Context: an optimization exercise on an open-source flow, tuned for small area, a short achievable clock period and few clock cycles. The choices shown serve that exercise and are no tape-out recipe.
Where RTL was checked, it was by simulation tests only, not by an equivalence proof against the original.

==> module roc_top, before the edit <==
module roc_top #(
  parameter int unsigned LineCount = 16,
  parameter int unsigned NrRegions = 2,
  parameter int unsigned Depth     = 6
) (
  input  wire logic                              clk_i,
  input  wire logic                              rst_n_i,
  input  wire logic                              enable_i,
  input  wire logic [NrRegions*64-1:0]           regions_i,
  input  wire logic [31:0]                       req_i,
  input  wire logic                              req_valid_i,
  output logic                                   req_ready_o,
  output logic [32:0]                            rsp_o,
  output logic                                   rsp_valid_o,
  input  wire logic                              rsp_ready_i,
  output logic [31:0]                            mem_addr_o,
  output logic                                   mem_req_valid_o,
  input  wire logic                              mem_req_ready_i,
  input  wire logic [32:0]                       mem_rsp_i,
  input  wire logic                              mem_rsp_valid_i,
  input  wire logic                              flush_valid_i,
  output logic                                   flush_ready_o
);
  logic        cacheable;
  logic        accept;
  logic [15:0] req_sel;
  logic        s_v_q;
  logic [31:0] s_addr_q;
  logic [15:0] s_sel_q;
  logic        s_c_q;
  logic        s_teq_q;
  logic        s_fupd_q;
  logic        s_fhit_q;
  logic        hit;
  logic        s_pend_q;
  logic        s_move;
  logic        s_v_nx;
  logic        rd_valid;
  logic [25:0] rd_tag;
  logic [31:0] rd_data;
  logic        pend_nx;
  logic        q_full;
  logic        q_full_nx;
  logic        q_empty_nx;
  logic        ready_q;
  logic        idle_q;
  logic        fill;
  logic [15:0] fill_sel;
  logic [25:0] fill_tag;
  logic [31:0] fill_data;
  logic        flush;
  roc_region_decode #(
    .NrRegions ( NrRegions )
  ) i_region_decode (
    .enable_i    ( enable_i  ),
    .regions_i   ( regions_i ),
    .addr_i      ( req_i     ),
    .cacheable_o ( cacheable )
  );
  assign s_move      = s_v_q && !q_full && !s_pend_q;
  assign req_ready_o = ready_q;
  assign accept      = req_ready_o && req_valid_i;
  assign s_v_nx      = accept || (s_v_q && !s_move);
  always_ff @(posedge clk_i or negedge rst_n_i) begin
    if (!rst_n_i) begin
      ready_q  <= 1'b1;
      s_v_q    <= 1'b0;
      s_pend_q <= 1'b0;
    end else begin
      ready_q  <= !(s_v_nx && (q_full_nx || pend_nx));
      s_v_q    <= s_v_nx;
      s_pend_q <= pend_nx;
    end
  end
  logic req_fill;
  logic s_fill;
  assign req_sel  = 16'd1 << req_i[5:2];
  assign req_fill = fill && |(fill_sel & req_sel);
  assign s_fill   = fill && |(fill_sel & s_sel_q);
  always_ff @(posedge clk_i or negedge rst_n_i) begin
    if (!rst_n_i) begin
      s_fupd_q <= 1'b0;
    end else if (accept) begin
      s_fupd_q <= req_fill;
    end else if (s_fill) begin
      s_fupd_q <= 1'b1;
    end
  end
  always_ff @(posedge clk_i) begin
    if (accept) begin
      s_addr_q <= req_i;
      s_sel_q  <= req_sel;
      s_c_q    <= cacheable;
      s_teq_q  <= rd_valid && (rd_tag == req_i[31:6]);
      s_fhit_q <= (fill_tag == req_i[31:6]);
    end else if (s_fill) begin
      s_fhit_q <= (fill_tag == s_addr_q[31:6]);
    end
  end
  assign hit = s_c_q && (s_fupd_q ? s_fhit_q : s_teq_q);
  roc_line_store i_line_store (
    .clk_i       ( clk_i     ),
    .rst_n_i     ( rst_n_i   ),
    .tag_sel_i   ( req_sel   ),
    .tag_valid_o ( rd_valid  ),
    .tag_o       ( rd_tag    ),
    .data_sel_i  ( s_sel_q   ),
    .data_o      ( rd_data   ),
    .wr_i        ( fill      ),
    .wr_sel_i    ( fill_sel  ),
    .wr_tag_i    ( fill_tag  ),
    .wr_data_i   ( fill_data ),
    .flush_i     ( flush     )
  );
  roc_refill #(
    .Depth ( Depth )
  ) i_refill (
    .clk_i            ( clk_i           ),
    .rst_n_i          ( rst_n_i         ),
    .push_i           ( s_move          ),
    .push_hit_i       ( hit             ),
    .push_issued_i    ( 1'b0            ),
    .early_ok_o       (                 ),
    .early_i          ( 1'b0            ),
    .early_addr_i     ( '0              ),
    .early_after_push_i ( 1'b1          ),
    .push_cacheable_i ( s_c_q           ),
    .push_addr_i      ( s_addr_q        ),
    .push_data_i      ( rd_data         ),
    .full_o           ( q_full          ),
    .full_nx_o        ( q_full_nx       ),
    .empty_nx_o       ( q_empty_nx      ),
    .chk_c_i          ( accept ? cacheable : s_c_q ),
    .chk_idx_i        ( accept ? req_i[5:2] : s_addr_q[5:2] ),
    .chk_pending_o    ( pend_nx         ),
    .rsp_o            ( rsp_o           ),
    .rsp_valid_o      ( rsp_valid_o     ),
    .rsp_ready_i      ( rsp_ready_i     ),
    .mem_addr_o       ( mem_addr_o      ),
    .mem_req_valid_o  ( mem_req_valid_o ),
    .mem_req_ready_i  ( mem_req_ready_i ),
    .mem_rsp_i        ( mem_rsp_i       ),
    .mem_rsp_valid_i  ( mem_rsp_valid_i ),
    .fill_o           ( fill            ),
    .fill_sel_o       ( fill_sel        ),
    .fill_tag_o       ( fill_tag        ),
    .fill_data_o      ( fill_data       )
  );
  always_ff @(posedge clk_i or negedge rst_n_i) begin
    if (!rst_n_i) begin
      idle_q <= 1'b0;
    end else begin
      idle_q <= !s_v_nx && q_empty_nx;
    end
  end
  assign flush_ready_o = idle_q;
  assign flush         = flush_valid_i && flush_ready_o;
endmodule
clock: 5.0 ns
lec_check: 0
cap_margin: 20
core_margin: 2
core_utilization: 65
cts_buf_list: sky130_fd_sc_hd__clkbuf_8
place_density: 0.75
setup_slack_margin: 2.5
slew_margin: 20
run.sh (not shown) runs the stock make flow with config.mk's settings and CLKGATE_MAP_FILE= SYNTH_SCRIPT=/design/flow/synth_recipe.tcl, a recipe that flattens the netlist after the stock synthesis.
The starting point completed without violations.
Testbench counts at the start, summed over its fixed seeds: cycles 18,390.
Change:
--- a/flow/design.v
+++ b/flow/design.v
@@ -321,9 +321,10 @@
   logic        s_v_q;
   logic [31:0] s_addr_q;
   logic [15:0] s_sel_q;
   logic        s_c_q;
-  logic        s_teq_q;
+  logic        s_lv_q;
+  logic [25:0] s_ltag_q;
   logic        s_fupd_q;
   logic        s_fhit_q;
   logic        hit;
   logic        s_pend_q;
@@ -384,15 +385,16 @@
     if (accept) begin
       s_addr_q <= req_i;
       s_sel_q  <= req_sel;
       s_c_q    <= cacheable;
-      s_teq_q  <= rd_valid && (rd_tag == req_i[31:6]);
+      s_lv_q   <= rd_valid;
+      s_ltag_q <= rd_tag;
       s_fhit_q <= (fill_tag == req_i[31:6]);
     end else if (s_fill) begin
       s_fhit_q <= (fill_tag == s_addr_q[31:6]);
     end
   end
-  assign hit = s_c_q && (s_fupd_q ? s_fhit_q : s_teq_q);
+  assign hit = s_c_q && (s_fupd_q ? s_fhit_q : (s_lv_q && (s_ltag_q == s_addr_q[31:6])));
   roc_line_store i_line_store (
     .clk_i       ( clk_i     ),
     .rst_n_i     ( rst_n_i   ),
     .tag_sel_i   ( req_sel   ),
Outcome:
- The changed run produced a clean layout
- flip-flop and latch count climbs by 26
- core utilization climbs by 1.4 points
- cell area climbs by 0.54%
- worst hold slack got worse by 0.43 ns
- synthesized cell count drops by 4.5%
Testbench counts after the change, summed over its fixed seeds: cycles 18,390.

---

The RTL this note starts from:
==> flow/design.v <==
`default_nettype none
package roc_pkg;
  localparam int unsigned AddrWidth = 32;
  localparam int unsigned DataWidth = 32;
  typedef logic [AddrWidth-1:0] addr_t;
  typedef logic [DataWidth-1:0] data_t;
endpackage
`default_nettype wire
`timescale 1ns/1ps
`default_nettype none
module roc_region_decode #(
  parameter int unsigned NrRegions = 2
) (
  input  wire logic                    enable_i,
  input  wire logic [NrRegions*64-1:0] regions_i,
  input  wire logic [31:0]             addr_i,
  output logic                         cacheable_o
);
  logic in_region;
  always_comb begin
    in_region = 1'b0;
    for (int unsigned i = 0; i < NrRegions; i++) begin
      if ((addr_i >= regions_i[i*64+32 +: 32]) &&
          (addr_i < regions_i[i*64 +: 32])) begin
        in_region = 1'b1;
      end
    end
  end
  assign cacheable_o = enable_i && in_region;
endmodule
`default_nettype wire
`timescale 1ns/1ps
`default_nettype none
module roc_line_store (
  input  wire logic        clk_i,
  input  wire logic        rst_n_i,
  input  wire logic [3:0]  rd_idx_i,
  output logic             rd_valid_o,
  output logic [25:0]      rd_tag_o,
  output logic [31:0]      rd_data_o,
  input  wire logic        wr_i,
  input  wire logic [3:0]  wr_idx_i,
  input  wire logic [25:0] wr_tag_i,
  input  wire logic [31:0] wr_data_i,
  input  wire logic        flush_i
);
  logic [25:0] tag_mem  [16];
  logic [31:0] data_mem [16];
  logic [15:0] valid_q;
  assign rd_valid_o = valid_q[rd_idx_i];
  assign rd_tag_o   = tag_mem[rd_idx_i];
  assign rd_data_o  = data_mem[rd_idx_i];
  always_ff @(posedge clk_i or negedge rst_n_i) begin
    if (!rst_n_i) begin
      valid_q <= '0;
    end else if (flush_i) begin
      valid_q <= '0;
    end else if (wr_i) begin
      valid_q[wr_idx_i] <= 1'b1;
    end
  end
  always_ff @(posedge clk_i) begin
    if (wr_i) begin
      tag_mem[wr_idx_i]  <= wr_tag_i;
      data_mem[wr_idx_i] <= wr_data_i;
    end
  end
endmodule
`default_nettype wire
`timescale 1ns/1ps
`default_nettype none
module roc_refill #(
  parameter int unsigned Depth = 4   
) (
  input  wire logic        clk_i,
  input  wire logic        rst_n_i,
  input  wire logic        push_i,
  input  wire logic        push_hit_i,
  input  wire logic        push_cacheable_i,
  input  wire logic [31:0] push_addr_i,
  input  wire logic [31:0] push_data_i,
  output logic             full_o,
  output logic             empty_o,
  input  wire logic [3:0]  chk_idx_i,
  output logic             chk_pending_o,
  output logic [32:0]      rsp_o,
  output logic             rsp_valid_o,
  input  wire logic        rsp_ready_i,
  output logic [31:0]      mem_addr_o,
  output logic             mem_req_valid_o,
  input  wire logic        mem_req_ready_i,
  input  wire logic [32:0] mem_rsp_i,
  input  wire logic        mem_rsp_valid_i,
  output logic             fill_o,
  output logic [3:0]       fill_idx_o,
  output logic [25:0]      fill_tag_o,
  output logic [31:0]      fill_data_o
);
  localparam int unsigned PW = (Depth > 1) ? $clog2(Depth) : 1;
  logic [Depth-1:0] vld_q;     
  logic [Depth-1:0] rdy_q;     
  logic [Depth-1:0] need_q;    
  logic [Depth-1:0] wait_q;    
  logic [Depth-1:0] c_q;       
  logic [Depth-1:0] err_q;
  logic [31:0]      d_q [Depth];
  logic [PW-1:0]             hd_q;
  logic [PW-1:0]             tl_q;
  function automatic logic [PW-1:0] oldest(input logic [Depth-1:0] f, input logic [PW-1:0] hd);
    logic [2*Depth-1:0] ff;
    logic [PW-1:0] r;
    logic [PW-1:0] kk;
    logic found;
    ff    = {f, f} >> hd;
    r     = hd;
    found = 1'b0;
    for (int unsigned k = 0; k < Depth; k++) begin
      if (!found && ff[k]) begin
        kk    = k[PW-1:0];
        r     = hd + kk;
        found = 1'b1;
      end
    end
    oldest = r;
  endfunction
  logic [PW-1:0] iss_sel;
  logic [PW-1:0] fill_sel;
  logic issue;
  logic pop;
  assign iss_sel  = oldest(need_q, hd_q);
  assign fill_sel = oldest(wait_q, hd_q);
  assign mem_req_valid_o = |need_q;
  assign mem_addr_o      = d_q[iss_sel];
  assign issue           = mem_req_valid_o && mem_req_ready_i;
  assign rsp_valid_o = vld_q[hd_q] && rdy_q[hd_q];
  assign rsp_o       = {d_q[hd_q], err_q[hd_q]};
  assign pop         = rsp_valid_o && rsp_ready_i;
  assign full_o  = vld_q[tl_q];
  assign empty_o = ~|vld_q;
  assign fill_o      = mem_rsp_valid_i && c_q[fill_sel] && !mem_rsp_i[0];
  assign fill_idx_o  = d_q[fill_sel][5:2];
  assign fill_tag_o  = d_q[fill_sel][31:6];
  assign fill_data_o = mem_rsp_i[32:1];
  always_comb begin
    chk_pending_o = 1'b0;
    for (int unsigned i = 0; i < Depth; i++) begin
      if ((need_q[i] || wait_q[i]) && c_q[i] && (d_q[i][5:2] == chk_idx_i)) begin
        chk_pending_o = 1'b1;
      end
    end
  end
  always_ff @(posedge clk_i or negedge rst_n_i) begin
    if (!rst_n_i) begin
      vld_q  <= '0;
      rdy_q  <= '0;
      need_q <= '0;
      wait_q <= '0;
      hd_q   <= '0;
      tl_q   <= '0;
    end else begin
      if (pop) begin
        vld_q[hd_q] <= 1'b0;
        hd_q        <= hd_q + 1'b1;
      end
      if (issue) begin
        need_q[iss_sel] <= 1'b0;
        wait_q[iss_sel] <= 1'b1;
      end
      if (mem_rsp_valid_i) begin
        wait_q[fill_sel] <= 1'b0;
        rdy_q[fill_sel]  <= 1'b1;
      end
      if (push_i) begin
        vld_q[tl_q]  <= 1'b1;
        rdy_q[tl_q]  <= push_hit_i;
        need_q[tl_q] <= !push_hit_i;
        tl_q         <= tl_q + 1'b1;
      end
    end
  end
  always_ff @(posedge clk_i) begin
    if (mem_rsp_valid_i) begin
      d_q[fill_sel]   <= mem_rsp_i[32:1];
      err_q[fill_sel] <= mem_rsp_i[0];
    end
    if (push_i) begin
      d_q[tl_q]   <= push_hit_i ? push_data_i : push_addr_i;
      err_q[tl_q] <= 1'b0;
      c_q[tl_q]   <= push_cacheable_i && !push_hit_i;
    end
  end
endmodule
`default_nettype wire
`timescale 1ns/1ps
`default_nettype none
module roc_top #(
  parameter int unsigned LineCount = 16,
  parameter int unsigned NrRegions = 2,
  parameter int unsigned Depth     = 4
) (
  input  wire logic                              clk_i,
  input  wire logic                              rst_n_i,
  input  wire logic                              enable_i,
  input  wire logic [NrRegions*64-1:0]           regions_i,
  input  wire logic [31:0]                       req_i,
  input  wire logic                              req_valid_i,
  output logic                                   req_ready_o,
  output logic [32:0]                            rsp_o,
  output logic                                   rsp_valid_o,
  input  wire logic                              rsp_ready_i,
  output logic [31:0]                            mem_addr_o,
  output logic                                   mem_req_valid_o,
  input  wire logic                              mem_req_ready_i,
  input  wire logic [32:0]                       mem_rsp_i,
  input  wire logic                              mem_rsp_valid_i,
  input  wire logic                              flush_valid_i,
  output logic                                   flush_ready_o
);
  logic        cacheable;
  logic        req_v_q;
  logic [31:0] req_q;
  logic        req_c_q;
  logic        line_valid;
  logic [25:0] line_tag;
  logic [31:0] line_data;
  logic        hit;
  logic        pending;
  logic        q_full;
  logic        q_empty;
  logic        advance;
  logic        fill;
  logic [3:0]  fill_idx;
  logic [25:0] fill_tag;
  logic [31:0] fill_data;
  logic        flush;
  roc_region_decode #(
    .NrRegions ( NrRegions )
  ) i_region_decode (
    .enable_i    ( enable_i  ),
    .regions_i   ( regions_i ),
    .addr_i      ( req_i     ),
    .cacheable_o ( cacheable )
  );
  assign advance     = req_v_q && !q_full && !(req_c_q && pending);
  assign req_ready_o = !req_v_q || advance;
  always_ff @(posedge clk_i or negedge rst_n_i) begin
    if (!rst_n_i) begin
      req_v_q <= 1'b0;
    end else if (req_ready_o) begin
      req_v_q <= req_valid_i;
    end
  end
  always_ff @(posedge clk_i) begin
    if (req_ready_o && req_valid_i) begin
      req_q   <= req_i;
      req_c_q <= cacheable;
    end
  end
  roc_line_store i_line_store (
    .clk_i      ( clk_i       ),
    .rst_n_i    ( rst_n_i     ),
    .rd_idx_i   ( req_q[5:2]  ),
    .rd_valid_o ( line_valid  ),
    .rd_tag_o   ( line_tag    ),
    .rd_data_o  ( line_data   ),
    .wr_i       ( fill        ),
    .wr_idx_i   ( fill_idx    ),
    .wr_tag_i   ( fill_tag    ),
    .wr_data_i  ( fill_data   ),
    .flush_i    ( flush       )
  );
  assign hit = req_c_q && line_valid && (line_tag == req_q[31:6]);
  roc_refill #(
    .Depth ( Depth )
  ) i_refill (
    .clk_i            ( clk_i           ),
    .rst_n_i          ( rst_n_i         ),
    .push_i           ( advance         ),
    .push_hit_i       ( hit             ),
    .push_cacheable_i ( req_c_q         ),
    .push_addr_i      ( req_q           ),
    .push_data_i      ( line_data       ),
    .full_o           ( q_full          ),
    .empty_o          ( q_empty         ),
    .chk_idx_i        ( req_q[5:2]      ),
    .chk_pending_o    ( pending         ),
    .rsp_o            ( rsp_o           ),
    .rsp_valid_o      ( rsp_valid_o     ),
    .rsp_ready_i      ( rsp_ready_i     ),
    .mem_addr_o       ( mem_addr_o      ),
    .mem_req_valid_o  ( mem_req_valid_o ),
    .mem_req_ready_i  ( mem_req_ready_i ),
    .mem_rsp_i        ( mem_rsp_i       ),
    .mem_rsp_valid_i  ( mem_rsp_valid_i ),
    .fill_o           ( fill            ),
    .fill_idx_o       ( fill_idx        ),
    .fill_tag_o       ( fill_tag        ),
    .fill_data_o      ( fill_data       )
  );
  assign flush_ready_o = !req_v_q && q_empty;
  assign flush         = flush_valid_i && flush_ready_o;
endmodule
`default_nettype wire
clock: 5.0 ns
lec_check: 0
cap_margin: 20
core_margin: 2
core_utilization: 40
place_density: 0.6
slew_margin: 20
Next try:
--- a/flow/design.v
+++ b/flow/design.v
@@ -193,13 +193,13 @@
 `default_nettype wire
 `timescale 1ns/1ps
 `default_nettype none
 module roc_top #(
   parameter int unsigned LineCount = 16,
   parameter int unsigned NrRegions = 2,
-  parameter int unsigned Depth     = 4
+  parameter int unsigned Depth     = 8
 ) (
   input  wire logic                              clk_i,
   input  wire logic                              rst_n_i,
   input  wire logic                              enable_i,
   input  wire logic [NrRegions*64-1:0]           regions_i,
   input  wire logic [31:0]                       req_i,
Now the flow ran to the end with violations: setup timing.
Global-route usage barely changes.
Design area is higher by 27%.
Count of clock-buffer cells in the layout is higher by 45.
Maximum frequency is lower by about 18%.
Register-to-register slack got worse by 420 ps.
Routed wire length is higher by 23%.
No run of this note included a check of the RTL's function; only the layout flow was run.

-- re-timing with driven ports --
In the flow no input, the clock included, has a driving cell. The finished layouts below were timed again as built, in two steps. Step 1 sets driving cells, clkbuf_16 on the clock port and buf_2 on the other inputs (assumed; they add their load-dependent delay and slew). Step 2 moves the port delays by t, midway between the first and last clock arrival at a register: inputs arrive t later, outputs are due t later. That takes back most of the time a late clock gives input paths. Slacks: ideal ports / drivers / drivers and shift; pairs: ideal ports / drivers.
run | t (ns) | setup slack, ns | worst hold slack (ns)
the first run of note 1 | 0.958 | 2.128 / 2.017 / 1.060 | 0.462 / 0.462 / 0.462
the second run of note 1 | 0.956 | 2.228 / 2.228 / 1.539 | 0.030 / 0.001 / 0.461
the first run of note 2 | 0.769 | 0.134 / 0.066 / 0.563 | 0.438 / 0.397 / 0.476
the second run of note 2 | 0.829 | -0.938 / -1.017 / -0.188 | 0.395 / 0.348 / 0.490
For the first run of note 1, which loses most, drivers alone change the setup slack by -0.111 ns; drivers and shift together by -1.068 ns.
